What follows belongs to an exercise in optimizing a design on an open flow for small area, a short achievable clock period and few clock cycles per item; a production flow would make more cautious choices. Function was checked by simulation only, so behaviour that the tests miss may differ from the original. No activity file was given, so power comes from the tool's default toggle rates.

$ cat config.mk
export PLATFORM = sky130hd
export DESIGN_NAME = dmem_responder
export DESIGN_NICKNAME = dmem_responder
export VERILOG_FILES = /design/flow/design.v
export SDC_FILE = /design/flow/constraint.sdc
export NUM_CORES = 4
export LEC_CHECK = 0
export CAP_MARGIN = 20
export CORE_MARGIN = 2
export CORE_UTILIZATION = 42
export CTS_BUF_LIST = sky130_fd_sc_hd__clkbuf_16
export CTS_CLUSTER_DIAMETER = 100
export CTS_CLUSTER_SIZE = 25
export SETUP_SLACK_MARGIN = 1.9
export SLEW_MARGIN = 20
export TNS_END_PERCENT = 100
$ cat constraint.sdc
create_clock -name core_clock -period 4.0 [get_ports {clk}]
set_input_delay 0.8000 -clock core_clock [delete_from_list [all_inputs] [get_ports {clk}]]
set_output_delay 0.8000 -clock core_clock [all_outputs]
set_load 0.01 [all_outputs]
$ cat design.v
package dmem_pkg;
    localparam int unsigned WORD_BYTES = 4;
    function automatic logic addr_err(input logic [31:0] addr, input int unsigned depth);
        addr_err = ((addr % WORD_BYTES) != 0) || ((addr / WORD_BYTES) >= depth);
    endfunction
endpackage
module dmem_array #(
    parameter int unsigned DEPTH  = 64,
    parameter int unsigned DATA_W = 32
) (
    input  logic              clk,
    input  logic [DEPTH-1:0]  rsel,     
    input  logic [DEPTH-1:0]  wsel,     
    input  logic [DATA_W-1:0] wdata,
    output logic [DATA_W-1:0] rdata
);
    logic [DATA_W-1:0] word_q [DEPTH];
    logic [DATA_W-1:0] word_rd [DEPTH];
    for (genvar w = 0; w < DEPTH; w++) begin : g_word
        always_ff @(posedge clk) begin
            if (wsel[w]) begin
                word_q[w] <= wdata;
            end
        end
        assign word_rd[w] = word_q[w] & {DATA_W{rsel[w]}};
    end
    always_comb begin
        rdata = '0;
        for (int w = 0; w < DEPTH; w++) begin
            rdata = rdata | word_rd[w];
        end
    end
endmodule
import dmem_pkg::*;
module dmem_responder #(
    parameter int unsigned DEPTH  = 64,
    parameter int unsigned DATA_W = 32
) (
    input  logic              clk,
    input  logic              reset,
    input  logic              req_valid,
    output logic              req_ready,
    input  logic              req_we,
    input  logic [31:0]       req_addr,
    input  logic [DATA_W-1:0] req_wdata,
    output logic              rsp_valid,
    input  logic              rsp_ready,
    output logic [DATA_W-1:0] rsp_rdata,
    output logic              rsp_err
);
    localparam int unsigned IDX_W = $clog2(DEPTH);
    logic              accept, req_err;
    logic [IDX_W-1:0]  idx;
    logic [DEPTH-1:0]  req_sel;
    logic              a_valid, a_hold, a_err;
    logic [DEPTH-1:0]  a_rsel, a_wsel;
    logic [DATA_W-1:0] a_wdata;
    logic              b_valid, s_valid;
    logic [DATA_W-1:0] s_rdata;
    logic              s_err;
    logic              a_move, take;
    logic [DATA_W-1:0] res_rdata;
    assign req_err = (req_addr[1:0] != 2'b00) || (req_addr[31:2] >= DEPTH);
    assign accept = req_valid & ~a_hold;
    assign idx    = req_addr[IDX_W+1:2];
    logic [7:0] sel_hi, sel_lo;
    for (genvar i = 0; i < 8; i++) begin : g_pre
        assign sel_hi[i] = (idx[5:3] == 3'(i)) & ~req_err;
        assign sel_lo[i] = (idx[2:0] == 3'(i));
    end
    for (genvar w = 0; w < DEPTH; w++) begin : g_sel
        assign req_sel[w] = sel_hi[w / 8] & sel_lo[w % 8];
    end
    always_ff @(posedge clk or negedge reset) begin
        if (!reset) begin
            a_valid <= 1'b0;
        end else begin
            a_valid <= a_hold | req_valid;
        end
    end
    always_ff @(posedge clk) begin
        a_wsel <= req_sel & {DEPTH{accept & req_we}};
    end
    always_ff @(posedge clk) begin
        if (!a_hold) begin
            a_rsel <= req_sel & {DEPTH{~req_we}};
            a_err  <= req_err;
        end
        a_wdata <= req_wdata;
    end
    dmem_array #(
        .DEPTH  (DEPTH),
        .DATA_W (DATA_W)
    ) u_array (
        .clk   (clk),
        .rsel  (a_rsel),
        .wsel  (a_wsel),
        .wdata (a_wdata),
        .rdata (res_rdata)
    );
    assign a_move    = a_valid & ~a_hold;
    assign take = b_valid & rsp_ready;
    logic a_valid_n, b_valid_n, s_valid_n, full_n;
    always_comb begin
        a_valid_n = a_hold | req_valid;
        b_valid_n = b_valid;
        s_valid_n = s_valid;
        if (!b_valid || take) begin
            b_valid_n = s_valid | a_move;
            s_valid_n = 1'b0;
        end else if (a_move) begin
            s_valid_n = 1'b1;
        end
        full_n = a_valid_n & b_valid_n & s_valid_n;
    end
    always_ff @(posedge clk or negedge reset) begin
        if (!reset) begin
            b_valid   <= 1'b0;
            s_valid   <= 1'b0;
            a_hold    <= 1'b0;
        end else begin
            b_valid   <= b_valid_n;
            s_valid   <= s_valid_n;
            a_hold    <= full_n;
        end
    end
    always_ff @(posedge clk) begin
        req_ready <= ~full_n;
    end
    logic              b_load, b_hold, b_from_s, b_from_a;
    logic [DATA_W-1:0] b_rdata_d;
    logic              b_err_d;
    assign b_load     = ~b_valid | rsp_ready;
    assign b_hold     = ~b_load;
    assign b_from_s   = b_load & s_valid;
    assign b_from_a   = b_load & ~s_valid;
    assign b_rdata_d  = ({DATA_W{b_hold}} & rsp_rdata)
                      | ({DATA_W{b_from_s}} & s_rdata)
                      | ({DATA_W{b_from_a}} & res_rdata);
    assign b_err_d    = (b_hold & rsp_err) | (b_from_s & s_err) | (b_from_a & a_err);
    always_ff @(posedge clk) begin
        rsp_rdata <= b_rdata_d;
        rsp_err   <= b_err_d;
        if (!s_valid) begin
            s_rdata <= res_rdata;
            s_err   <= a_err;
        end
    end
    assign rsp_valid = b_valid;
endmodule
$ cat flow/run.sh
#!/bin/bash
# The standard layout (standard.sh) with these changes, all passed as ORFS make variables:
#  - synthesis maps the logic with an area-recovering ABC mapping
#    (flow/abc_speed.script) instead of ORFS's delay-first script; timing repair in
#    the later steps does the sizing;
#  - the port buffers are buf_4 cells (buffer_ports -buffer_cell) rather than the
#    default pick, a slow delay buffer on this platform;
#  - timing repair may resize cells across footprints (MATCH_CELL_FOOTPRINT=0);
#  - besides the platform's own don't-use cells, the slow high-stack cells (a222oi,
#    a2111o(i), a311o(i), a41o(i), nor4*, or4*, o2111*, o311*, o41*) are not used.
# Everything else is ORFS's own scripts, unchanged. make's output goes to make_finish.log,
# and each ORFS step writes its own log under orfs/logs.
set -euo pipefail
dont_use=(
    sky130_fd_sc_hd__probe_p_8
    sky130_fd_sc_hd__probec_p_8
    sky130_fd_sc_hd__lpflow_bleeder_1
    sky130_fd_sc_hd__lpflow_clkbufkapwr_1
    sky130_fd_sc_hd__lpflow_clkbufkapwr_16
    sky130_fd_sc_hd__lpflow_clkbufkapwr_2
    sky130_fd_sc_hd__lpflow_clkbufkapwr_4
    sky130_fd_sc_hd__lpflow_clkbufkapwr_8
    sky130_fd_sc_hd__lpflow_clkinvkapwr_1
    sky130_fd_sc_hd__lpflow_clkinvkapwr_16
    sky130_fd_sc_hd__lpflow_clkinvkapwr_2
    sky130_fd_sc_hd__lpflow_clkinvkapwr_4
    sky130_fd_sc_hd__lpflow_clkinvkapwr_8
    sky130_fd_sc_hd__lpflow_decapkapwr_12
    sky130_fd_sc_hd__lpflow_decapkapwr_3
    sky130_fd_sc_hd__lpflow_decapkapwr_4
    sky130_fd_sc_hd__lpflow_decapkapwr_6
    sky130_fd_sc_hd__lpflow_decapkapwr_8
    sky130_fd_sc_hd__lpflow_inputiso0n_1
    sky130_fd_sc_hd__lpflow_inputiso0p_1
    sky130_fd_sc_hd__lpflow_inputiso1n_1
    sky130_fd_sc_hd__lpflow_inputiso1p_1
    sky130_fd_sc_hd__lpflow_inputisolatch_1
    sky130_fd_sc_hd__lpflow_isobufsrc_1
    sky130_fd_sc_hd__lpflow_isobufsrc_16
    sky130_fd_sc_hd__lpflow_isobufsrc_2
    sky130_fd_sc_hd__lpflow_isobufsrc_4
    sky130_fd_sc_hd__lpflow_isobufsrc_8
    sky130_fd_sc_hd__lpflow_isobufsrckapwr_16
    sky130_fd_sc_hd__lpflow_lsbuf_lh_hl_isowell_tap_1
    sky130_fd_sc_hd__lpflow_lsbuf_lh_hl_isowell_tap_2
    sky130_fd_sc_hd__lpflow_lsbuf_lh_hl_isowell_tap_4
    sky130_fd_sc_hd__lpflow_lsbuf_lh_isowell_4
    sky130_fd_sc_hd__lpflow_lsbuf_lh_isowell_tap_1
    sky130_fd_sc_hd__lpflow_lsbuf_lh_isowell_tap_2
    sky130_fd_sc_hd__lpflow_lsbuf_lh_isowell_tap_4
    sky130_fd_sc_hd__a2111o_1
    sky130_fd_sc_hd__a2111o_2
    sky130_fd_sc_hd__a2111o_4
    sky130_fd_sc_hd__a2111oi_0
    sky130_fd_sc_hd__a2111oi_1
    sky130_fd_sc_hd__a2111oi_2
    sky130_fd_sc_hd__a2111oi_4
    sky130_fd_sc_hd__a222oi_1
    sky130_fd_sc_hd__a311o_1
    sky130_fd_sc_hd__a311o_2
    sky130_fd_sc_hd__a311o_4
    sky130_fd_sc_hd__a311oi_1
    sky130_fd_sc_hd__a311oi_2
    sky130_fd_sc_hd__a311oi_4
    sky130_fd_sc_hd__a41o_1
    sky130_fd_sc_hd__a41o_2
    sky130_fd_sc_hd__a41o_4
    sky130_fd_sc_hd__a41oi_1
    sky130_fd_sc_hd__a41oi_2
    sky130_fd_sc_hd__a41oi_4
    sky130_fd_sc_hd__nor4_1
    sky130_fd_sc_hd__nor4_2
    sky130_fd_sc_hd__nor4_4
    sky130_fd_sc_hd__nor4b_1
    sky130_fd_sc_hd__nor4b_2
    sky130_fd_sc_hd__nor4b_4
    sky130_fd_sc_hd__nor4bb_1
    sky130_fd_sc_hd__nor4bb_2
    sky130_fd_sc_hd__nor4bb_4
    sky130_fd_sc_hd__o2111a_1
    sky130_fd_sc_hd__o2111a_2
    sky130_fd_sc_hd__o2111a_4
    sky130_fd_sc_hd__o2111ai_1
    sky130_fd_sc_hd__o2111ai_2
    sky130_fd_sc_hd__o2111ai_4
    sky130_fd_sc_hd__o311a_1
    sky130_fd_sc_hd__o311a_2
    sky130_fd_sc_hd__o311a_4
    sky130_fd_sc_hd__o311ai_0
    sky130_fd_sc_hd__o311ai_1
    sky130_fd_sc_hd__o311ai_2
    sky130_fd_sc_hd__o311ai_4
    sky130_fd_sc_hd__o41a_1
    sky130_fd_sc_hd__o41a_2
    sky130_fd_sc_hd__o41a_4
    sky130_fd_sc_hd__o41ai_1
    sky130_fd_sc_hd__o41ai_2
    sky130_fd_sc_hd__o41ai_4
    sky130_fd_sc_hd__or4_1
    sky130_fd_sc_hd__or4_2
    sky130_fd_sc_hd__or4_4
    sky130_fd_sc_hd__or4b_1
    sky130_fd_sc_hd__or4b_2
    sky130_fd_sc_hd__or4b_4
    sky130_fd_sc_hd__or4bb_1
    sky130_fd_sc_hd__or4bb_2
    sky130_fd_sc_hd__or4bb_4
)
here=$(pwd)
rm -rf "$here/scripts_mod"
mkdir -p "$here/scripts_mod"
for f in "$FLOW_HOME"/scripts/*; do
    ln -s "$f" "$here/scripts_mod/"
done
rm "$here/scripts_mod/abc_speed.script"
cp "$here/flow/abc_speed.script" "$here/scripts_mod/abc_speed.script"
bash standard.sh SCRIPTS_DIR="$here/scripts_mod" \
    "BUFFER_PORTS_ARGS=-buffer_cell sky130_fd_sc_hd__buf_4" \
    MATCH_CELL_FOOTPRINT=0 \
    "DONT_USE_CELLS=${dont_use[*]}" \
    finish > "$here/make_finish.log" 2>&1
$ cat flow/abc_speed.script
strash
&get -n
&fraig -x
&put
dc2
strash
&get -n
&dch -f
&nf
&put
$ cat standard.sh
#!/bin/bash
# synth_recipe.tcl (not shown) runs the flow's synth.tcl, then flattens the netlist and writes it again
# the make line also repeats each setting of config.mk as NAME=value (left out here)
make -C /OpenROAD-flow-scripts/flow DESIGN_CONFIG=/design/flow/config.mk WORK_HOME=/design/flow/orfs CLKGATE_MAP_FILE= SYNTH_SCRIPT=/design/flow/synth_recipe.tcl "${@:-finish}"
==> results of run 1 <==
[per-layer routing]
metal	track usage [%]	vias to the layer above	wire [um]	part of all wire, %
li1	-	18000	-	-
met1	42.7	25300	107000	35
met2	45.5	4544	132000	44
met3	8.50	736	47600	16
met4	13.0	20	15200	5.0
met5	0	-	143	0.047
[path summary, 6_finish.rpt]
check / depth (start not counted) / end / slack (ns) / from
worst max-delay path: 6 / rsp_rdata[0] / 1.84 / a_rsel[7]
worst min-delay path: 1 / a_wdata[12] / 0.11 / req_wdata[12]
worst max register to register: 6 / rsp_rdata[0] / 1.84 / a_rsel[7]
worst min register to register: 1 / rsp_rdata[4] / 0.48 / s_rdata[4]
max in group asynchronous: 2 / a_valid / 3.55 / reset
min in group asynchronous: 2 / b_valid / 0.36 / reset
[state kept, by name, summed over array words and instances (netlist names)]
signal          flops
a_valid             1
s_valid             1
u_array.word_q   2048
a_wsel             64
a_err               1
rsp_rdata          32
a_rsel             64
rsp_err             1
req_ready           1
b_valid             1
s_rdata            32
a_hold              1
a_wdata            32
s_err               1
[cell usage after synthesis, drive strengths merged]
cell,number,area [sq um]
o21ai,1,5.00
nand2,4,15.0
or2,2,12.5
dfxtp,130,2600
nand4b,4,35.0
nand4,165,1030
dfrtp,4,100
a221o,32,320
a22oi,1025,7690
and2,1,6.26
clkinv,4,15.0
nor3,133,666
a21boi,1,7.51
nand3,36,180
or3,1,6.26
a31oi,32,200
nor2,74,278
nand2b,1,6.26
edfxtp,2146,64400
or3b,2,17.5
nand3b,3,22.5
and4b,32,320
nor2b,3,18.8
and4,96,841
[metrics by stage]
step	instances	power (mW)
floorplan	3932	28.6
global placement	6705	30.8
detailed placement	6707	30.9
CTS	6930	42.7
global route	6951	43.8
finish	6956	43.0
[layout make-up]
type                    instances  share of cell area, %
clock buffers                 106                   2.98
multi-input cells            1648                   13.4
clock inverters                79                  0.400
repair buffers                338                   3.82
diodes                          6                 0.0169
inverters                       4                 0.0211
flip-flops and latches       2280                   75.8
well taps                    2495                   3.51
[cell families after synthesis]
| kind of cell | Yosys count | share of synthesized area [%] |
|---|---|---|
| compound gates | 1091 | 10.4 |
| buf+inv | 4 | 0.0190 |
| flops | 2280 | 85.2 |
| simple gates | 557 | 4.38 |
[report_power, final]
group,internal [mW],total (mW),switching (mW)
clock,4.87,12.3,7.40
sequential,26.3,26.7,0.438
combinational,1.28,4.07,2.78
[repair_timing]
| action | CTS | global route |
|---|---|---|
| buffers inserted | 36 | 13 |
| endpoints found under the hold margin | 4 | 0 |
| setup endpoints to repair | 137 | 86 |
| resized for setup | 127 | 90 |
| pin swaps | 6 | 21 |
| gates cloned | 1 | 6 |
| hold buffers | 1 | 0 |
==> impl_metrics.env, run 1 <==
export IMPL_area_growth_pct=12.7
export IMPL_grt_first_pass_wirelength_um=394000
export IMPL_drc=0
export IMPL_worstPathRequired_ns=4.66
export IMPL_clockBufferDepth=3
export IMPL_die_area_sq_um=191000
export IMPL_clock_root_buffer="sky130_fd_sc_hd__clkbuf_16"
export IMPL_setup_worst_path_end_class="flop"
export IMPL_post_dp_hpwl_um=154000
export IMPL_number_of_global_route_vias_before_repair=44000
export IMPL_initial_core_util_pct=42.1
export IMPL_setup_viol=0
export IMPL_outcome="complete, no violations"
export IMPL_placed_area_sq_um=84600
export IMPL_worst_setup_path_start_kind="flop"
export IMPL_route_vias_total=48600
export IMPL_top_level_ports=104
export IMPL_multiInputGateArea_sq_um=11900
export IMPL_grt_overflow_total=0
export IMPL_detail_route_iter0_violations=10300
export IMPL_postLayoutSetupSlackWorst_ns=1.84
export IMPL_initial_antenna_violation_count=13
export IMPL_horiz_die_dim_um=437
export IMPL_fin_crit_sh_pct=53.9
export IMPL_core_sq_um=187000
export IMPL_clock_skew_after_layout_ns=0.0494
export IMPL_clk_insertion_delay_late_ns=0.79
export IMPL_min_path_type="in2reg"
export IMPL_leakage_nw=26.8
export IMPL_drv_max_cap_violation_count=0
export IMPL_num_rows=159
export IMPL_final_period_minus_worst_setup_slack_ns=2.16
export IMPL_startpoint_to_endpoint_class_of_the_critical_path="reg2reg"
export IMPL_hold_violations=0
export IMPL_synth_net_count=4001
export IMPL_chain_of_cells_forming_the_critical_path="buf_4 -> a22oi_1 -> and4_1 -> and4b_1 -> a31oi_1 -> a221o_1"
export IMPL_netlist_cell_type_count=24
export IMPL_post_route_util_pct=47.5
export IMPL_critPathTopFamily="compound AO/OA/AOI/OAI gates"
export IMPL_drt_wl_total_um=302000
export IMPL_fmax_mhz=464
export IMPL_timing_final_max_slew_violations=0
export IMPL_routedWlPerCell_um=43.4
export IMPL_synth_seq_area_share_pct=85.2
export IMPL_crit_arrival_ns=2.81
export IMPL_most_common_layout_cells="sky130_fd_sc_hd__edfxtp_1, sky130_fd_sc_hd__a22oi_1, sky130_fd_sc_hd__buf_4"
export IMPL_max_stage_delay_ns=0.52
export IMPL_timing_worst_slew_pin_value_ns=1.26
export IMPL_final_fill_count=15400
export IMPL_final_setup_tns_ns=0
export IMPL_cts_tree="yes"
export IMPL_hold_worst_slack_ns=0.107
export IMPL_syn_area_sq_um=78800
export IMPL_critPathMaxFanout=14
export IMPL_ys_seq_elements=2280
export IMPL_layout_nets=4443
export IMPL_synthesis_area_per_instance_sq_um=20.1
export IMPL_critical_path_slowest_cell="sky130_fd_sc_hd__edfxtp_1"
export IMPL_die_height_um=437
export IMPL_max_vdd_drop_v=0.000369
export IMPL_p_per_area_nw_per_um2=484
export IMPL_maximum_number_of_pins_on_one_net_before_global_route_repair=67
export IMPL_cts_clock_pin_slew_for_the_worst_setup_and_hold_paths_ns=0.10
export IMPL_cts_inserted_buffers=102
export IMPL_via_per_inst=6.99
export IMPL_dp_slack_ns=0.939
export IMPL_gp_congestion=0.836
export IMPL_detail_route_first_pass_iterations=6
export IMPL_layout_cell_area_non_filler_sq_um=88900
export IMPL_syn_instance_count=3932
export IMPL_share_of_layout_cells_above_drive_strength_1_pct=14.1
export IMPL_buffer_ports_inserted=103
export IMPL_layout_cells_most_common="sky130_fd_sc_hd__edfxtp_1"
export IMPL_layout_area_seq_sq_um=67400
export IMPL_grt_setup_unrepaired="yes"
export IMPL_synth_warnings=4
export IMPL_slew_headroom_pct=15.8
export IMPL_cp_num_buf_inv=1
export IMPL_track_usage_pct=30.7
export IMPL_route_antenna_remaining_nets=0
export IMPL_clock_sink_count=2280
export IMPL_h_tree_depth=3
Testbench counts, summed over its fixed seeds: cycles 12,016, items 12,000.
==> run 2: changes to the inputs <==
--- a/config.mk
+++ b/config.mk
@@ -11,6 +11,6 @@
 export CTS_BUF_LIST = sky130_fd_sc_hd__clkbuf_16
 export CTS_CLUSTER_DIAMETER = 100
 export CTS_CLUSTER_SIZE = 25
-export SETUP_SLACK_MARGIN = 1.9
+export SETUP_SLACK_MARGIN = 2.0
 export SLEW_MARGIN = 20
 export TNS_END_PERCENT = 100
==> run 2 against run 1 <==
Compared with the run above:
- final area up 1.8%
- sequential power barely moved
- area after synthesis unchanged
- maximum frequency down 2.1%
- highest routed layer unchanged
- total power up 1.2%
- final cell count grew 1.3%
- clock skew is essentially flat
- die area stayed put
- still clean
==> impl_metrics.env, run 2 <==
export IMPL_cts_inserted_buffers=103
export IMPL_p_per_area_nw_per_um2=481
export IMPL_detail_route_iter0_violations=11200
export IMPL_die_area_sq_um=191000
export IMPL_worst_r2r_setup_slack_ns=1.80
export IMPL_cts_clock_pin_slew_for_the_worst_setup_and_hold_paths_ns=0.10
export IMPL_startpoint_to_endpoint_class_of_the_critical_path="reg2reg"
export IMPL_number_of_global_route_vias_before_repair=45300
export IMPL_post_dp_hpwl_um=164000
export IMPL_chain_of_cells_forming_the_critical_path="clkbuf_16 -> buf_12 -> a22oi_2 -> nand4_1 -> and4b_1 -> a31oi_1 -> a221o_1"
export IMPL_final_fill_count=15200
export IMPL_netlist_cell_type_count=24
export IMPL_crit_path_from="a_rsel[9]"
export IMPL_synth_edf_count=2146
export IMPL_hold_violations=0
export IMPL_worstReg2RegEnd="rsp_rdata[31]"
export IMPL_critPathMaxFanout=4
export IMPL_postLayoutSetupSlackWorst_ns=1.80
export IMPL_worstPathRequired_ns=4.65
export IMPL_top_level_ports=104
export IMPL_multiInputGateArea_sq_um=12300
export IMPL_detail_route_first_pass_iterations=5
export IMPL_place_inst=6743
export IMPL_syn_instance_count=3932
export IMPL_initial_core_util_pct=42.1
export IMPL_clockBufferDepth=3
export IMPL_final_period_minus_worst_setup_slack_ns=2.20
export IMPL_initial_antenna_violation_count=21
export IMPL_ys_top_cells_by_area="sky130_fd_sc_hd__edfxtp_1, sky130_fd_sc_hd__a22oi_1, sky130_fd_sc_hd__dfxtp_1"
export IMPL_buffer_ports_inserted=103
export IMPL_synth_warnings=4
export IMPL_post_route_util_pct=48.3
export IMPL_largest_area_contributor_in_the_synthesized_netlist="sky130_fd_sc_hd__edfxtp_1"
export IMPL_outcome="complete, no violations"
export IMPL_reg_largest_list="u_array.word_q: 2048 flops, a_rsel: 64 flops, a_wsel: 64 flops"
export IMPL_reg2regPathDepth=7
export IMPL_cts_tree="yes"
export IMPL_timing_final_max_slew_violations=0
export IMPL_critical_path_slowest_cell="sky130_fd_sc_hd__edfxtp_1"
export IMPL_routedWlPerCell_um=44.1
export IMPL_gp_congestion=0.879
export IMPL_hold_depth=1
export IMPL_synth_top_cell_area_share_pct=81.7
export IMPL_clock_root_buffer="sky130_fd_sc_hd__clkbuf_16"
export IMPL_clock_skew_after_layout_ns=0.0498
export IMPL_drt_wl_total_um=311000
export IMPL_synth_most_common_cell="sky130_fd_sc_hd__edfxtp_1"
export IMPL_leakage_nw=27.4
export IMPL_highest_layer="met5"
export IMPL_slew_headroom_pct=18.1
export IMPL_hold_end="a_wdata[30]"
export IMPL_syn_area_sq_um=78800
export IMPL_layout_cells_most_common="sky130_fd_sc_hd__edfxtp_1"
export IMPL_drv_max_cap_violation_count=0
export IMPL_h_tree_depth=3
export IMPL_synth_net_count=4001
export IMPL_horiz_die_dim_um=437
export IMPL_core_sq_um=187000
export IMPL_route_antenna_remaining_nets=0
export IMPL_most_common_layout_cells="sky130_fd_sc_hd__edfxtp_1, sky130_fd_sc_hd__a22oi_1, sky130_fd_sc_hd__buf_4"
export IMPL_maximum_number_of_pins_on_one_net_before_global_route_repair=67
export IMPL_num_rows=159
export IMPL_layout_cell_area_non_filler_sq_um=90500
export IMPL_grt_setup_unrepaired="yes"
export IMPL_area_growth_pct=14.8
export IMPL_final_setup_tns_ns=0
export IMPL_synth_seq_area_share_pct=85.2
export IMPL_grt_first_pass_wirelength_um=405000
export IMPL_fmax_mhz=454
export IMPL_route_vias_total=49400
export IMPL_drc=0
export IMPL_detailroute_wirelength_met2_um=133000
export IMPL_hold_worst_slack_ns=0.0959
export IMPL_clk_insertion_delay_late_ns=0.80
export IMPL_setup_worst_path_end_class="flop"
export IMPL_max_vdd_drop_v=0.000356
export IMPL_netlist_top_cells_count="sky130_fd_sc_hd__edfxtp_1, sky130_fd_sc_hd__a22oi_1, sky130_fd_sc_hd__nand4_1"
export IMPL_track_usage_pct=31.8
export IMPL_regMostFlops="u_array.word_q"
export IMPL_die_height_um=437
export IMPL_clock_sink_count=2280
export IMPL_share_of_layout_cells_above_drive_strength_1_pct=17.9
export IMPL_p_total_mw=43.6
export IMPL_setup_viol=0
export IMPL_dominantRegCellSynth="sky130_fd_sc_hd__edfxtp_1"
export IMPL_synthesis_area_per_instance_sq_um=20.1
export IMPL_max_stage_delay_ns=0.46
export IMPL_critPathTopFamily="simple AND/OR/NAND/NOR gates"
export IMPL_placed_area_sq_um=85000
export IMPL_dp_slack_ns=0.998
export IMPL_layout_nets=4525
export IMPL_async_set_reset_flop_share_out_of_synthesis_pct=0.175
export IMPL_grt_overflow_total=0
export IMPL_cp_num_buf_inv=2
export IMPL_number_of_flip_flops_in_the_largest_register=2048
export IMPL_via_per_inst=7.01
export IMPL_ys_seq_elements=2280
export IMPL_min_delay_start="req_wdata[30]"
export IMPL_crit_arrival_ns=2.86
export IMPL_final_cells=7047
export IMPL_worst_setup_path_start_kind="flop"
export IMPL_timing_worst_slew_pin_value_ns=1.23
export IMPL_layout_area_seq_sq_um=67400
export IMPL_cp_num_cells=7
export IMPL_fin_crit_sh_pct=55.1
export IMPL_wl_met1_um=108000
export IMPL_length_of_routed_met3_wiring_um=52000
export IMPL_min_path_type="in2reg"
export IMPL_r2r_start="a_rsel[9]"
run 2: final cells by class:
class / instances / share of cell area, %
diodes: 12 / 0.0332
clock buffers: 105 / 2.90
clock inverters: 84 / 0.463
inverters: 4 / 0.0249
multi-input cells: 1648 / 13.6
flip-flops and latches: 2280 / 74.5
well taps: 2495 / 3.45
repair buffers: 419 / 4.98
run 2: worst max path at each step:
| stage | endpoint | slack [ns] |
|---|---|---|
| floorplan | a_rsel[63] | 1.77 |
| global placement | a_rsel[5] | 1.09 |
| detailed placement | a_rsel[2] | 1.0 |
| CTS | rsp_rdata[6] | 1.81 |
| global route | rsp_rdata[14] | 1.81 |
| finish | rsp_rdata[31] | 1.80 |
run 2: layer usage:
layer / up-vias / track usage, %
li1: 18200 / -
met1: 25500 / 43.3
met2: 4906 / 45.8
met3: 836 / 10.3
met4: 14 / 16.0
met5: - / 0
run 2: cell families (layout without fill, tap and decap cells):
family | Yosys count | after routing | share of synthesized area, %
compound gates | 1091 | 1091 | 10.4
buf+inv | 4 | 612 | 0.0190
simple gates | 557 | 557 | 4.38
flops | 2280 | 2280 | 85.2
other cells | 0 | 12 | 0
run 2: where the power goes:
part	switching (mW)	internal (mW)
Clock	7.46	4.92
Combinational	2.94	1.49
Sequential	0.481	26.3
Total	10.9	32.7
run 2: timing repair:
item	in CTS	in global routing
endpoints found under the hold margin	4	0
resized for setup	304	76
hold buffers	1	0
setup endpoints to repair	194	118
pin swaps	78	48
gates cloned	7	0
setup buffers	88	7
run 2: worst reg2reg max path, stage by stage (launching register included):
cell,delay [ns]
sky130_fd_sc_hd__edfxtp_1,0.46
sky130_fd_sc_hd__clkbuf_16,0.20
sky130_fd_sc_hd__buf_12,0.17
sky130_fd_sc_hd__a22oi_2,0.22
sky130_fd_sc_hd__nand4_1,0.24
sky130_fd_sc_hd__and4b_1,0.38
sky130_fd_sc_hd__a31oi_1,0.10
sky130_fd_sc_hd__a221o_1,0.29
==> run 3: changes to the inputs <==
--- a/config.mk
+++ b/config.mk
@@ -7,10 +7,10 @@
 export LEC_CHECK = 0
 export CAP_MARGIN = 20
 export CORE_MARGIN = 2
-export CORE_UTILIZATION = 42
+export CORE_UTILIZATION = 48
 export CTS_BUF_LIST = sky130_fd_sc_hd__clkbuf_16
 export CTS_CLUSTER_DIAMETER = 100
 export CTS_CLUSTER_SIZE = 25
-export SETUP_SLACK_MARGIN = 2.0
+export SETUP_SLACK_MARGIN = 1.9
 export SLEW_MARGIN = 20
 export TNS_END_PERCENT = 100
==> run 3 against run 2 <==
Compared with the run above:
- clock skew is 0.0012 ns lower
- routed wire length is 3.4% lower
- maximum frequency is 2.9% higher
- still clean
- clock power hardly changed
==> impl_metrics.env, run 3 <==
export IMPL_outcome="complete, no violations"
export IMPL_n_antenna_cell=0
export IMPL_number_of_global_route_vias_before_repair=44300
export IMPL_synth_seq_area_share_pct=85.2
export IMPL_r2r_start="a_rsel[18]"
export IMPL_worst_r2r_setup_slack_ns=1.86
export IMPL_maximum_number_of_pins_on_one_net_before_global_route_repair=67
export IMPL_combinational_family_with_the_most_area_after_synthesis="compound AO/OA/AOI/OAI gates"
export IMPL_switching_power_mw=10.6
export IMPL_detail_route_iter0_violations=9657
export IMPL_slew_headroom_pct=17.4
export IMPL_syn_instance_count=3932
export IMPL_via_per_inst=7.19
export IMPL_drc=0
export IMPL_share_seq_of_total_power_pct=61.9
export IMPL_synthesis_area_per_instance_sq_um=20.1
export IMPL_grt_first_pass_wirelength_um=392000
export IMPL_grt_setup_unrepaired="yes"
export IMPL_reg2regPathDepth=7
export IMPL_switching_power_as_a_share_of_total_power_pct=24.5
export IMPL_die_area_sq_um=168000
export IMPL_initial_antenna_violation_count=11
export IMPL_most_common_layout_cells="sky130_fd_sc_hd__edfxtp_1, sky130_fd_sc_hd__a22oi_1, sky130_fd_sc_hd__buf_4"
export IMPL_power_clock_fraction_pct=28.3
export IMPL_hold_violations=0
export IMPL_track_usage_pct=35.0
export IMPL_startpoint_to_endpoint_class_of_the_critical_path="reg2reg"
export IMPL_min_delay_start="req_wdata[12]"
export IMPL_synth_adder_area_share_pct=0
export IMPL_fmax_mhz=467
export IMPL_hold_worst_slack_ns=0.108
export IMPL_post_dp_hpwl_um=161000
export IMPL_cts_inserted_buffers=102
export IMPL_min_path_type="in2reg"
export IMPL_synth_compound_area_share_pct=10.4
export IMPL_setup_worst_path_end_class="flop"
export IMPL_regMostFlops="u_array.word_q"
export IMPL_cts_clock_pin_slew_for_the_worst_setup_and_hold_paths_ns=0.10
export IMPL_buffer_ports_inserted=103
export IMPL_synth_warnings=4
export IMPL_h_tree_depth=3
export IMPL_p_per_area_nw_per_um2=483
export IMPL_clockBufferDepth=3
export IMPL_layout_cells_most_common="sky130_fd_sc_hd__edfxtp_1"
export IMPL_synth_edf_count=2146
export IMPL_synth_top_cell_area_share_pct=81.7
export IMPL_area_growth_pct=13.3
export IMPL_number_of_flip_flops_in_the_largest_register=2048
export IMPL_layout_nets=4508
export IMPL_netlist_top_cells_count="sky130_fd_sc_hd__edfxtp_1, sky130_fd_sc_hd__a22oi_1, sky130_fd_sc_hd__nand4_1"
export IMPL_power_internal_mw=32.5
export IMPL_clock_sink_count=2280
export IMPL_synth_mux_area_fraction_pct=0
export IMPL_cts_tree="yes"
export IMPL_detail_route_first_pass_iterations=6
export IMPL_clock_skew_after_layout_ns=0.0486
export IMPL_async_set_reset_flop_share_out_of_synthesis_pct=0.175
export IMPL_comb_power_share_pct=9.8
export IMPL_timing_final_max_slew_violations=0
export IMPL_synth_xor_xnor_area_share_pct=0
export IMPL_route_antenna_remaining_nets=0
export IMPL_setup_viol=0
export IMPL_synthesized_area_fraction_occupied_by_and_or_nand_nor_cells_pct=4.38
export IMPL_worst_setup_path_start_kind="flop"
export IMPL_hold_depth=1
export IMPL_drt_wl_total_um=300000
export IMPL_leakage_nw=27.2
export IMPL_clk_insertion_delay_late_ns=0.79
export IMPL_crit_arrival_ns=2.78
export IMPL_drv_max_cap_violation_count=0
export IMPL_dominantRegCellSynth="sky130_fd_sc_hd__edfxtp_1"
export IMPL_ys_seq_elements=2280
export IMPL_hold_end="a_wdata[12]"
export IMPL_horiz_die_dim_um=409
export IMPL_routedWlPerCell_um=44.9
export IMPL_fin_crit_sh_pct=53.5
export IMPL_final_period_minus_worst_setup_slack_ns=2.14
export IMPL_reg_largest_list="u_array.word_q: 2048 flops, a_rsel: 64 flops, a_wsel: 64 flops"
export IMPL_max_vdd_drop_v=0.000426
export IMPL_largest_area_contributor_in_the_synthesized_netlist="sky130_fd_sc_hd__edfxtp_1"
export IMPL_synth_net_count=4001
export IMPL_critPathMaxFanout=8
export IMPL_clock_root_buffer="sky130_fd_sc_hd__clkbuf_16"
export IMPL_num_rows=148
export IMPL_core_sq_um=163000
export IMPL_timing_worst_slew_pin_value_ns=1.24
export IMPL_initial_core_util_pct=48.4
export IMPL_worstReg2RegEnd="rsp_rdata[14]"
export IMPL_synth_most_common_cell="sky130_fd_sc_hd__edfxtp_1"
export IMPL_route_vias_total=48200
export IMPL_gp_congestion=0.862
export IMPL_worstPathRequired_ns=4.64
export IMPL_netlist_cell_type_count=24
export IMPL_top_level_ports=104
export IMPL_final_setup_tns_ns=0
export IMPL_share_of_layout_cells_above_drive_strength_1_pct=15.9
export IMPL_syn_area_sq_um=78800
export IMPL_die_height_um=409
export IMPL_grt_overflow_total=0
export IMPL_ys_top_cells_by_area="sky130_fd_sc_hd__edfxtp_1, sky130_fd_sc_hd__a22oi_1, sky130_fd_sc_hd__dfxtp_1"
run 3: layer usage:
metal | up-vias | global-route usage, % | part of all wire [%]
met5 | - | 0 | 0.015
met4 | 6 | 16.4 | 5.6
met3 | 688 | 8.69 | 15
met2 | 4158 | 52.2 | 44
met1 | 25200 | 48.8 | 36
li1 | 18100 | - | -
run 3: cell type report:
cell class | instances | area (sq um)
fillers | 12500 | 73600
flip-flops and latches | 2280 | 67400
multi-input cells | 1648 | 12000
repair buffers | 403 | 4150
well taps | 2175 | 2720
clock buffers | 106 | 2650
clock inverters | 82 | 370
inverters | 4 | 18.8
run 3: logic make-up (layout without fill, tap and decap cells):
family / after synthesis / in the layout
and+or+nand+nor: 557 / 557
DFF: 2280 / 2280
AOI/OAI and AO/OA: 1091 / 1091
buffers and inverters: 4 / 595
run 3: repair_timing:
| item | 4_1_cts | 5_1_grt |
|---|---|---|
| cloned | 0 | 4 |
| endpoints found under the hold margin | 4 | 0 |
| hold buffers | 1 | 0 |
| resized for setup | 102 | 121 |
| pin swaps | 8 | 36 |
| endpoints found under the setup margin | 103 | 56 |
| setup buffers | 70 | 14 |
run 3: stage by stage:
| stage | total power, mW | utilization, % | setup WS, ns | instances | cell area, sq um |
|---|---|---|---|---|---|
| after floorplan | 28.6 | - | 1.77 | 3932 | 78900 |
| after global placement | 30.8 | 51.8 | 1.01 | 6415 | 84400 |
| after detailed placement | 30.9 | 51.9 | 0.997 | 6419 | 84500 |
| after CTS | 42.8 | 54.3 | 1.80 | 6678 | 88500 |
| after global routing | 43.9 | 54.8 | 1.86 | 6698 | 89300 |
| final | 43.1 | 54.8 | 1.86 | 6698 | 89300 |
run 3: how the worst max path moves through the flow:
stage / start / end / slack [ns] / cells after the start
6_report: a_rsel[18] / rsp_rdata[14] / 1.86 / 7
5_1_grt: rsp_rdata[5] / rsp_rdata[5] / 1.86 / 1
4_1_cts: a_rsel[62] / rsp_rdata[23] / 1.80 / 7
3_5_place_dp: req_addr[21] / a_rsel[20] / 1.0 / 6
3_3_place_gp: req_addr[12] / a_rsel[16] / 1.01 / 6
2_1_floorplan: req_addr[14] / a_rsel[63] / 1.77 / 5
run 3: worst max-delay path: stages, from the launching register on:
cell                        delay [ns]
sky130_fd_sc_hd__edfxtp_1         0.47
sky130_fd_sc_hd__clkbuf_16        0.22
sky130_fd_sc_hd__buf_4            0.22
sky130_fd_sc_hd__a22oi_1          0.21
sky130_fd_sc_hd__nand4_1          0.17
sky130_fd_sc_hd__nor2_2           0.27
sky130_fd_sc_hd__a31oi_1          0.13
sky130_fd_sc_hd__a221o_1          0.29
run 3: power groups by stage:
stage / Sequential [mW] / Combinational (mW) / Clock, mW
floorplan: 27.4 / 1.22 / 0
global placement: 27.4 / 3.48 / 0
detailed placement: 27.4 / 3.53 / 0
CTS: 26.7 / 3.88 / 12.2
global route: 26.7 / 4.23 / 13.0
finish: 26.7 / 4.21 / 12.2

what the ideal ports hide:
Ports are ideal in the flow. The routed layouts listed here were re-timed in OpenROAD. Step 1 assumes that a clkbuf_16 drives the clock port and a buf_2 every other input. Step 2 times the ports against the registers' clock, not the clock port: input delays grow and output delays shrink by t, the midpoint of the rising clock arrivals with the driver on. a / b / c = no drivers / after step 1 / after step 2; a / b = the first two.
| run | t (ns) | slack for setup (ns) | worst hold slack (ns) |
|---|---|---|---|
| run 1 | 0.851 | 1.843 / 1.786 / 1.371 | 0.107 / 0.052 / 0.482 |
| run 2 | 0.863 | 1.798 / 1.733 / 1.418 | 0.096 / 0.034 / 0.480 |
| run 3 | 0.842 | 1.860 / 1.790 / 1.511 | 0.108 / 0.056 / 0.476 |
After both steps setup and hold are still met in every run listed. For run 1, which loses most, drivers alone change the setup slack by -0.057 ns; drivers and shift together by -0.472 ns.
